What follows belongs to an exercise in optimizing a design on an open flow for small area, a short achievable clock period and few clock cycles per item; a production flow would make more cautious choices. RTL that was checked went through simulation tests only; none was proved equivalent to the original.

==> job 3051 <==
==> flow/design.v (excerpt) <==
module signed_integer_to_custom_radix_digits (
	input  wire logic                             clk,
	input  wire logic                             arst_n,
	input  wire logic                             push,
	output logic                                  full,
	input  wire logic signed [sirc_pkg::IN_W-1:0] value,
	output logic                                  empty,
	input  wire logic                             pop,
	output logic [sirc_pkg::CHAR_W-1:0]           character,
	output logic                                  last,
	input  wire logic                             cfg_we,
	input  wire logic [1:0]                       cfg_index,
	input  wire logic [sirc_pkg::CFG_W-1:0]       cfg_data
);
	logic [CFG_W-1:0] lo_q;
	logic [CFG_W-1:0] hi_q;
	logic [4:0]       radix_q;
	logic             wlo_q;     
	logic             whi_q;     
	logic [3:0]       tt_q;
	logic [3:0]       ttm1_q;
	logic             odd_q;
	logic             m2_q;
	logic             m3_q;
	logic             m4_q;
	logic             p16_q;     
	logic             p8_q;      
	logic             ev_q;      
	logic [3:0]       wr_tt;
	logic [3:0]       wr_ttm1;
	logic             wr_odd;
	logic             wr_m2;
	logic             wr_m3;
	logic             wr_m4;
	logic             wr_p16;
	logic             wr_p8;
	logic             wr_ev;
  ...
==> module sirc_decrow, before the edit <==
module sirc_decrow (
	input  wire logic [4*sirc_pkg::ND_DEC-1:0] d,
	input  wire logic                          c0,
	output logic [4*sirc_pkg::ND_DEC-1:0]      dn
);
	logic [3:0] dg [ND_DEC];
	logic [2:0] df [ND_DEC];
	logic       cy [ND_DEC+1];
	always_comb begin
		cy[0] = c0;
		for (int j = 0; j < ND_DEC; j++) begin
			dg[j]   = d[4*j +: 4];
			cy[j+1] = dg[j][3] | (dg[j][2] & (dg[j][1] | dg[j][0]));
			case (dg[j])
				4'd5:    df[j] = 3'd0;
				4'd6:    df[j] = 3'd1;
				4'd7:    df[j] = 3'd2;
				4'd8:    df[j] = 3'd3;
				4'd9:    df[j] = 3'd4;
				default: df[j] = 3'd0;
			endcase
		end
		for (int j = 0; j < ND_DEC; j++)
			dn[4*j +: 4] = {cy[j+1] ? df[j] : dg[j][2:0], cy[j]};
	end
endmodule
clock: 12.0 ns
lec_check: 0
cap_margin: 20
core_margin: 2
core_utilization: 40
slew_margin: 20
synth_hierarchical: 1
synth_minimum_keep_size: 0
tns_end_percent: 5
standard.sh (not shown) runs the stock make flow with config.mk's settings and CLKGATE_MAP_FILE= SYNTH_SCRIPT=/design/flow/synth_recipe.tcl, a recipe that flattens the netlist after the stock synthesis.
==> flow/flow/run.sh <==
#!/bin/bash
set -euo pipefail
export SETUP_SLACK_MARGIN=8.5
bash standard.sh > standard.log 2>&1
==> inputs of job 5490, as changes to job 3051 <==
--- a/flow/design.v
+++ b/flow/design.v
@@ -2,42 +2,38 @@
 package sirc_pkg;
 	localparam int CHAR_W  = 8;
 	localparam int CFG_W   = 64;
 	localparam int IN_W    = 32;
 	localparam int CI_W    = $clog2(IN_W);
 	localparam int ND      = 14;
 	localparam int NDI_W   = 4;
-	localparam int ND_DEC  = 10;
 	localparam logic [CHAR_W-1:0] NUL_CHAR   = 8'd0;
 	localparam logic [CHAR_W-1:0] PLUS_CHAR  = 8'd43;
 	localparam logic [CHAR_W-1:0] MINUS_CHAR = 8'd45;
 endpackage
 `default_nettype wire
 `default_nettype none
 import sirc_pkg::*;
 module sirc_chunksel (
 	input  wire logic [sirc_pkg::IN_W-1:0] mag,
 	input  wire logic                      first,
-	input  wire logic                      two,
 	input  wire logic [sirc_pkg::CI_W-1:0] idx,
 	output logic                           bit_next,
-	output logic                           bit_next2,
 	output logic [sirc_pkg::CI_W-1:0]      idx_next,
 	output logic                           hi_zero
 );
 	logic [CI_W-1:0] top;
 	always_comb begin
 		top = '0;
 		for (int c = 0; c < IN_W; c++)
 			if (mag[c])
 				top = CI_W'(c);
-		idx_next  = (first ? top : idx) - (two ? CI_W'(2) : CI_W'(1));
-		bit_next  = mag[idx_next];
-		bit_next2 = mag[idx_next - 1'b1];
-		hi_zero   = (mag[IN_W-1:1] == '0);
+		idx_next = (first ? top : idx) - 1'b1;
+		bit_next = mag[idx_next];
+		hi_zero  = (mag[IN_W-1:1] == '0);
 	end
 endmodule
 `default_nettype wire
 `default_nettype none
 import sirc_pkg::*;
 module sirc_mag (
 	input  wire logic [sirc_pkg::IN_W-1:0] v,
@@ -57,16 +53,15 @@
 	output logic [3:0]      tt,
 	output logic [3:0]      ttm1,
 	output logic            odd,
 	output logic            m2,
 	output logic            m3,
 	output logic            m4,
 	output logic            p16,
-	output logic            p8,
-	output logic            ev
+	output logic            p8
 );
 	logic [4:0] rp;
 	always_comb begin
 		case (radix)
 			5'd2, 5'd4: rp = 5'd16;
 			5'd3:       rp = 5'd9;
 			default:    rp = radix;
@@ -75,15 +70,14 @@
 		ttm1 = rp[4:1] + {3'd0, rp[0]} - 4'd1;
 		odd  = rp[0];
 		m2   = (radix == 5'd2);
 		m3   = (radix == 5'd3);
 		m4   = (radix == 5'd4);
 		p16  = (rp == 5'd16);
 		p8   = (radix == 5'd8);
-		ev   = (radix == 5'd10);
 	end
 endmodule
 `default_nettype wire
 `default_nettype none
 import sirc_pkg::*;
 module sirc_ddrow (
 	input  wire logic [4*sirc_pkg::ND-1:0] d,
@@ -155,40 +149,14 @@
 );
 	assign g  = (d[3] & !tt[3]) | (!(d[3] ^ tt[3]) & ((d[2] & !tt[2]) | (!(d[2] ^ tt[2]) &
 	            ((d[1] & !tt[1]) | (!(d[1] ^ tt[1]) & (d[0] | !tt[0]))))));
 	assign df = d[2:0] - tt[2:0];
 	assign p  = odd && !g && (df == 3'd7);
 	assign q1 = df + 3'd1;
 endmodule
-module sirc_decrow (
-	input  wire logic [4*sirc_pkg::ND_DEC-1:0] d,
-	input  wire logic                          c0,
-	output logic [4*sirc_pkg::ND_DEC-1:0]      dn
-);
-	logic [3:0] dg [ND_DEC];
-	logic [2:0] df [ND_DEC];
-	logic       cy [ND_DEC+1];
-	always_comb begin
-		cy[0] = c0;
-		for (int j = 0; j < ND_DEC; j++) begin
-			dg[j]   = d[4*j +: 4];
-			cy[j+1] = dg[j][3] | (dg[j][2] & (dg[j][1] | dg[j][0]));
-			case (dg[j])
-				4'd5:    df[j] = 3'd0;
-				4'd6:    df[j] = 3'd1;
-				4'd7:    df[j] = 3'd2;
-				4'd8:    df[j] = 3'd3;
-				4'd9:    df[j] = 3'd4;
-				default: df[j] = 3'd0;
-			endcase
-		end
-		for (int j = 0; j < ND_DEC; j++)
-			dn[4*j +: 4] = {cy[j+1] ? df[j] : dg[j][2:0], cy[j]};
-	end
-endmodule
 module sirc_emtop (
 	input  wire logic [4*sirc_pkg::ND-1:0] e,
 	input  wire logic                      m2,
 	input  wire logic                      m3,
 	input  wire logic                      m4,
 	output logic [sirc_pkg::ND-1:0]        oh,
 	output logic [1:0]                     s_start
@@ -289,35 +257,32 @@
 	logic [3:0]       ttm1_q;
 	logic             odd_q;
 	logic             m2_q;
 	logic             m3_q;
 	logic             m4_q;
 	logic             p16_q;     
 	logic             p8_q;      
-	logic             ev_q;      
 	logic [3:0]       wr_tt;
 	logic [3:0]       wr_ttm1;
 	logic             wr_odd;
 	logic             wr_m2;
 	logic             wr_m3;
 	logic             wr_m4;
 	logic             wr_p16;
 	logic             wr_p8;
-	logic             wr_ev;
 	sirc_cfgdec u_cfgdec (
 		.radix (cfg_data[4:0]),
 		.tt    (wr_tt),
 		.ttm1  (wr_ttm1),
 		.odd   (wr_odd),
 		.m2    (wr_m2),
 		.m3    (wr_m3),
 		.m4    (wr_m4),
 		.p16   (wr_p16),
-		.p8    (wr_p8),
-		.ev    (wr_ev)
+		.p8    (wr_p8)
 	);
 	always_ff @(posedge clk or negedge arst_n) begin
 		if (!arst_n) begin
 			radix_q <= '0;
 			wlo_q   <= 1'b0;
 			whi_q   <= 1'b0;
 		end else if (cfg_we) begin
@@ -339,15 +304,14 @@
 			ttm1_q <= wr_ttm1;
 			odd_q  <= wr_odd;
 			m2_q   <= wr_m2;
 			m3_q   <= wr_m3;
 			m4_q   <= wr_m4;
 			p16_q  <= wr_p16;
 			p8_q   <= wr_p8;
-			ev_q   <= wr_ev;
 		end
 	end
 	logic       ck_act_q;
 	logic       ck_ph_q;
 	logic       ck_v_q;
 	logic       ck_bad_q;
 	logic [4:0] ck_i_q;
@@ -413,20 +377,14 @@
 	end
 	assign ok = (radix_q >= 5'd2) && (radix_q <= 5'd16) && !ck_bad_q && wlo_q &&
 	            (whi_q || radix_q <= 5'd8);
 	logic             c_busy_q;
 	logic             c_first_q;
 	logic             c_neg_q;
 	logic             c_bit_q;    
-	logic             c_bit2_q;   
-	logic             bit_next2;
-	logic             two;
-	logic [4*ND_DEC-1:0] de1;
-	logic [4*ND_DEC-1:0] de2;
-	logic [4*ND-1:0]  dstep;
 	logic [IN_W-1:0]  mag_q;
 	logic [IN_W-1:0]  magv;
 	logic [CI_W-1:0]  c_idx_q;
 	logic [CI_W-1:0]  idx_next;
 	logic             bit_next;
 	logic             hi_zero;
 	logic             pw;
@@ -448,111 +406,90 @@
 	logic             emit_dig;
 	logic             is_last;
 	sirc_mag u_mag (
 		.v (value),
 		.m (magv)
 	);
 	sirc_chunksel u_chunksel (
-		.mag       (mag_q),
-		.first     (c_first_q),
-		.two       (two),
-		.idx       (c_idx_q),
-		.bit_next  (bit_next),
-		.bit_next2 (bit_next2),
-		.idx_next  (idx_next),
-		.hi_zero   (hi_zero)
+		.mag      (mag_q),
+		.first    (c_first_q),
+		.idx      (c_idx_q),
+		.bit_next (bit_next),
+		.idx_next (idx_next),
+		.hi_zero  (hi_zero)
 	);
 	sirc_ddrow u_row (
 		.d    (d_q),
 		.c0   (c_bit_q),
 		.tt   (tt_q),
 		.ttm1 (ttm1_q),
 		.odd  (odd_q),
 		.dn   (dd)
 	);
-	sirc_decrow u_dec1 (
-		.d  (d_q[4*ND_DEC-1:0]),
-		.c0 (c_bit_q),
-		.dn (de1)
-	);
-	sirc_decrow u_dec2 (
-		.d  (de1),
-		.c0 (c_bit2_q),
-		.dn (de2)
-	);
-	assign two   = ev_q && !c_first_q && (c_idx_q != '0);
-	assign dstep = two ? {{(4*(ND-ND_DEC)){1'b0}}, de2} : dd;
 	always_comb begin
-		lay    = '0;
-		lay[0] = !pw && !hi_zero;
+		lay = '0;
 		for (int j = 0; j < 8; j++)
 			for (int k = 0; k < 4; k++)
 				if (4*j + k + 1 < IN_W)
-					lay[4*j + k] = lay[4*j + k] | (p16_q && mag_q[4*j + k + 1]);
+					lay[4*j + k] = p16_q && mag_q[4*j + k + 1];
 		for (int j = 0; j < 11; j++)
 			for (int k = 0; k < 3; k++)
 				if (3*j + k + 1 < IN_W)
 					lay[4*j + k] = lay[4*j + k] | (p8_q && mag_q[3*j + k + 1]);
 	end
 	assign pw        = p16_q || p8_q;
-	assign last_step = !c_first_q && (c_idx_q == '0 || (ev_q && c_idx_q == CI_W'(1)));
+	assign last_step = c_first_q ? (!pw && hi_zero) : (c_idx_q == '0);
 	assign take      = push && !full_q;
 	assign step      = c_busy_q && !last_step;
 	assign final_go  = c_busy_q && last_step && !ck_pend && e_free;
 	always_comb begin
 		c_busy_nx = c_busy_q;
 		if (cfg_hit)
 			c_busy_nx = 1'b0;
 		else if (take)
 			c_busy_nx = 1'b1;
 		else if (final_go)
 			c_busy_nx = 1'b0;
 		c_first_nx = take ? 1'b1 : step ? 1'b0 : c_first_q;
-		c_idx_nx   = (!take && step) ? ((c_first_q && (pw || hi_zero)) ? '0 : idx_next) : c_idx_q;
+		c_idx_nx   = (!take && step) ? ((c_first_q && pw) ? '0 : idx_next) : c_idx_q;
 		e_v_nx     = e_v_q;
 		if (final_go && ok && !cfg_hit)
 			e_v_nx = 1'b1;
 		else if (emit_dig && is_last)
 			e_v_nx = 1'b0;
-		full_nx = c_busy_nx && !((c_idx_nx == '0 || (ev_q && c_idx_nx == CI_W'(1))) && !c_first_nx &&
-		                         !ck_act_nx && !ck_v_nx && !e_v_nx);
+		full_nx = c_busy_nx && !(c_idx_nx == '0 && !c_first_nx && !ck_act_nx && !ck_v_nx && !e_v_nx);
 	end
 	always_ff @(posedge clk or negedge arst_n) begin
 		if (!arst_n) begin
 			c_busy_q <= 1'b0;
 			e_v_q    <= 1'b0;
 			full_q   <= 1'b0;
 		end else begin
 			c_busy_q <= c_busy_nx;
 			e_v_q    <= e_v_nx;
 			full_q   <= full_nx;
 		end
 	end
 	assign full = full_q;
 	always_ff @(posedge clk) begin
-		if (!c_busy_q || last_step)
-			mag_q <= magv;
 		if (take) begin
+			mag_q     <= magv;
 			c_neg_q   <= value[IN_W-1];
 			c_first_q <= 1'b1;
-			c_bit_q   <= value[0];
+			c_bit_q   <= pw ? value[0] : |value;
+			d_q       <= '0;
 		end else if (step) begin
 			c_first_q <= 1'b0;
-			if (c_first_q) begin
+			if (c_first_q && pw) begin
 				d_q     <= lay;
-				c_idx_q <= (pw || hi_zero) ? '0 : idx_next;
-				if (!pw && !hi_zero) begin
-					c_bit_q  <= bit_next;
-					c_bit2_q <= bit_next2;
-				end
+				c_idx_q <= '0;
 			end else begin
-				d_q      <= dstep;
-				c_idx_q  <= idx_next;
-				c_bit_q  <= bit_next;
-				c_bit2_q <= bit_next2;
+				d_q     <= dd;
+				c_idx_q <= idx_next;
+				c_bit_q <= bit_next;
 			end
 		end
 	end
 	logic             e_rdy_q;
 	logic             e_sign_q;
 	logic [ND-1:0]    e_oh_q;
 	logic [1:0]       e_sub_q;
@@ -628,15 +565,15 @@
 			e_oh_q  <= oh_top;
 			e_sub_q <= s_start;
 			e_rdy_q <= 1'b1;
 		end
 		if (ck_ldi)
 			e_q[7:0] <= cm;
 		if (final_go) begin
-			e_q      <= dstep;
+			e_q      <= dd;
 			e_sign_q <= c_neg_q;
 			e_rdy_q  <= 1'b0;
 		end
 	end
 	assign empty     = !ovld_q;
 	assign character = ochar_q;
 	assign last      = olast_q;
==> flow/flow/run.sh (replaced) <==
#!/bin/bash
set -euo pipefail
export SETUP_SLACK_MARGIN=7.5
bash standard.sh > standard.log 2>&1
Settings changed: TNS_END_PERCENT 5 to default.
==> inputs of job 8800, as changes to job 3051 <==
--- a/flow/design.v
+++ b/flow/design.v
@@ -161,32 +161,28 @@
 endmodule
 module sirc_decrow (
 	input  wire logic [4*sirc_pkg::ND_DEC-1:0] d,
 	input  wire logic                          c0,
 	output logic [4*sirc_pkg::ND_DEC-1:0]      dn
 );
 	logic [3:0] dg [ND_DEC];
-	logic [2:0] df [ND_DEC];
 	logic       cy [ND_DEC+1];
+	function automatic logic [2:0] dmod5(input logic [3:0] v);
+		dmod5[2] = (v[2] & !v[1] & !v[0]) | (v[3] & v[0]);
+		dmod5[1] = (!v[2] & v[1]) | (v[2] & v[1] & v[0]) | (v[3] & !v[0]);
+		dmod5[0] = (!v[3] & !v[2] & v[0]) | (v[2] & v[1] & !v[0]) | (v[3] & !v[0]);
+	endfunction
 	always_comb begin
 		cy[0] = c0;
 		for (int j = 0; j < ND_DEC; j++) begin
 			dg[j]   = d[4*j +: 4];
 			cy[j+1] = dg[j][3] | (dg[j][2] & (dg[j][1] | dg[j][0]));
-			case (dg[j])
-				4'd5:    df[j] = 3'd0;
-				4'd6:    df[j] = 3'd1;
-				4'd7:    df[j] = 3'd2;
-				4'd8:    df[j] = 3'd3;
-				4'd9:    df[j] = 3'd4;
-				default: df[j] = 3'd0;
-			endcase
 		end
 		for (int j = 0; j < ND_DEC; j++)
-			dn[4*j +: 4] = {cy[j+1] ? df[j] : dg[j][2:0], cy[j]};
+			dn[4*j +: 4] = {dmod5(dg[j]), cy[j]};
 	end
 endmodule
 module sirc_emtop (
 	input  wire logic [4*sirc_pkg::ND-1:0] e,
 	input  wire logic                      m2,
 	input  wire logic                      m3,
 	input  wire logic                      m4,
==> flow/flow/run.sh (replaced) <==
#!/bin/bash
set -euo pipefail
export SETUP_SLACK_MARGIN=8
bash standard.sh > standard.log 2>&1
==> impl_metrics.toml <==
[timing]
slew_headroom_pct = 29.2

[detailed_routing]
drt_pass1_iterations = 5
vias = 17000
wl_met3_mm = 3.55
wl_met2_mm = 30.4
via_per_inst = 5.71

[layout]
fin_cells = 2971
fin_area_um2 = 27300
bufAreaShareNonClock_pct = 7.62
n_fill_cell = 5110

[worst_setup_path]
r2r_slack_ns = 7.55
endpoint = "d_q[42]"

[power]
total_power_mw = 5.43
power_frac_seq_pct = 31.8
power.net_switching_mw = 1.98

[place]
numPlacedInstances = 2809

[global_routing]
met2_usage_pct = 34.8
track_usage_pct = 20.6

[status]
outcome = "timing/DRC/antenna clean"
Source of the figures above: job 8800

==> impl_metrics.toml <==
[status]
outcome = "timing/DRC/antenna clean"

[detailed_routing]
vias = 14700
via_per_inst = 5.74
drt_pass1_iterations = 6
wl_met2_mm = 24.1
wl_met3_mm = 2.82

[power]
power_frac_seq_pct = 35.0
power.net_switching_mw = 1.78

[layout]
fin_util_pct = 47.3
fin_area_um2 = 23700

[timing]
slew_headroom_pct = 32.7

[worst_setup_path]
r2r_slack_ns = 7.63

[global_routing]
met2_usage_pct = 31.1

[place]
numPlacedInstances = 2460
Source of the figures above: job 5490

==> impl_metrics.toml <==
[detailed_routing]
vias = 17500
wl_met3_mm = 3.42
drt_pass1_iterations = 7
wl_met2_mm = 31.5

[worst_setup_path]
endpoint = "e_q[39]"
r2r_slack_ns = 7.71
crit_top_cell = "mux2_4"

[layout]
n_fill_cell = 5128
fin_cells = 3031
bufAreaShareNonClock_pct = 8.41
fin_area_um2 = 28100

[global_routing]
met2_usage_pct = 35.2
track_usage_pct = 20.8

[status]
outcome = "timing/DRC/antenna clean"

[place]
numPlacedInstances = 2836

[power]
total_power_mw = 5.46
power_frac_seq_pct = 31.6
Source of the figures above: job 3051

Testbench counts of job 3051, summed over its fixed seeds: cycles 63,268, items 4,096.
Testbench counts of job 8800, summed over its fixed seeds: cycles 63,268, items 4,096.
Function not checked in job 5490: the RTL went through the layout flow alone.

[re-timing with driven ports]
How much do the figures lean on ideal ports? The routed layouts below were timed once more, with nothing changed but the port constraints. Step 1, drivers: a clkbuf_16 drives clk and a buf_2 each remaining input, both assumed. Step 2 adds t to the input delays and takes it off the output delays; t is the mean of the earliest and latest rising clock arrival at the registers after step 1. Input paths then give back, and output paths get back, about the clock's delay inside the block. Three values: ideal ports, drivers, drivers and shift; two values: the first two.
run	t, ns	slack for setup (ns)	hold WS [ns]	pins driven straight from the clock port
job 3051	0.631	7.706 / 7.706 / 7.167	0.464 / 0.464 / 0.464	1
job 5490	0.613	7.623 / 7.632 / 7.039	0.456 / 0.456 / 0.456	1
job 8800	0.633	7.547 / 7.547 / 7.122	0.474 / 0.474 / 0.474	1
After both steps setup and hold are still met in every run listed. For job 5490, which loses most, drivers alone change the setup slack by +0.009 ns; drivers and shift together by -0.584 ns.
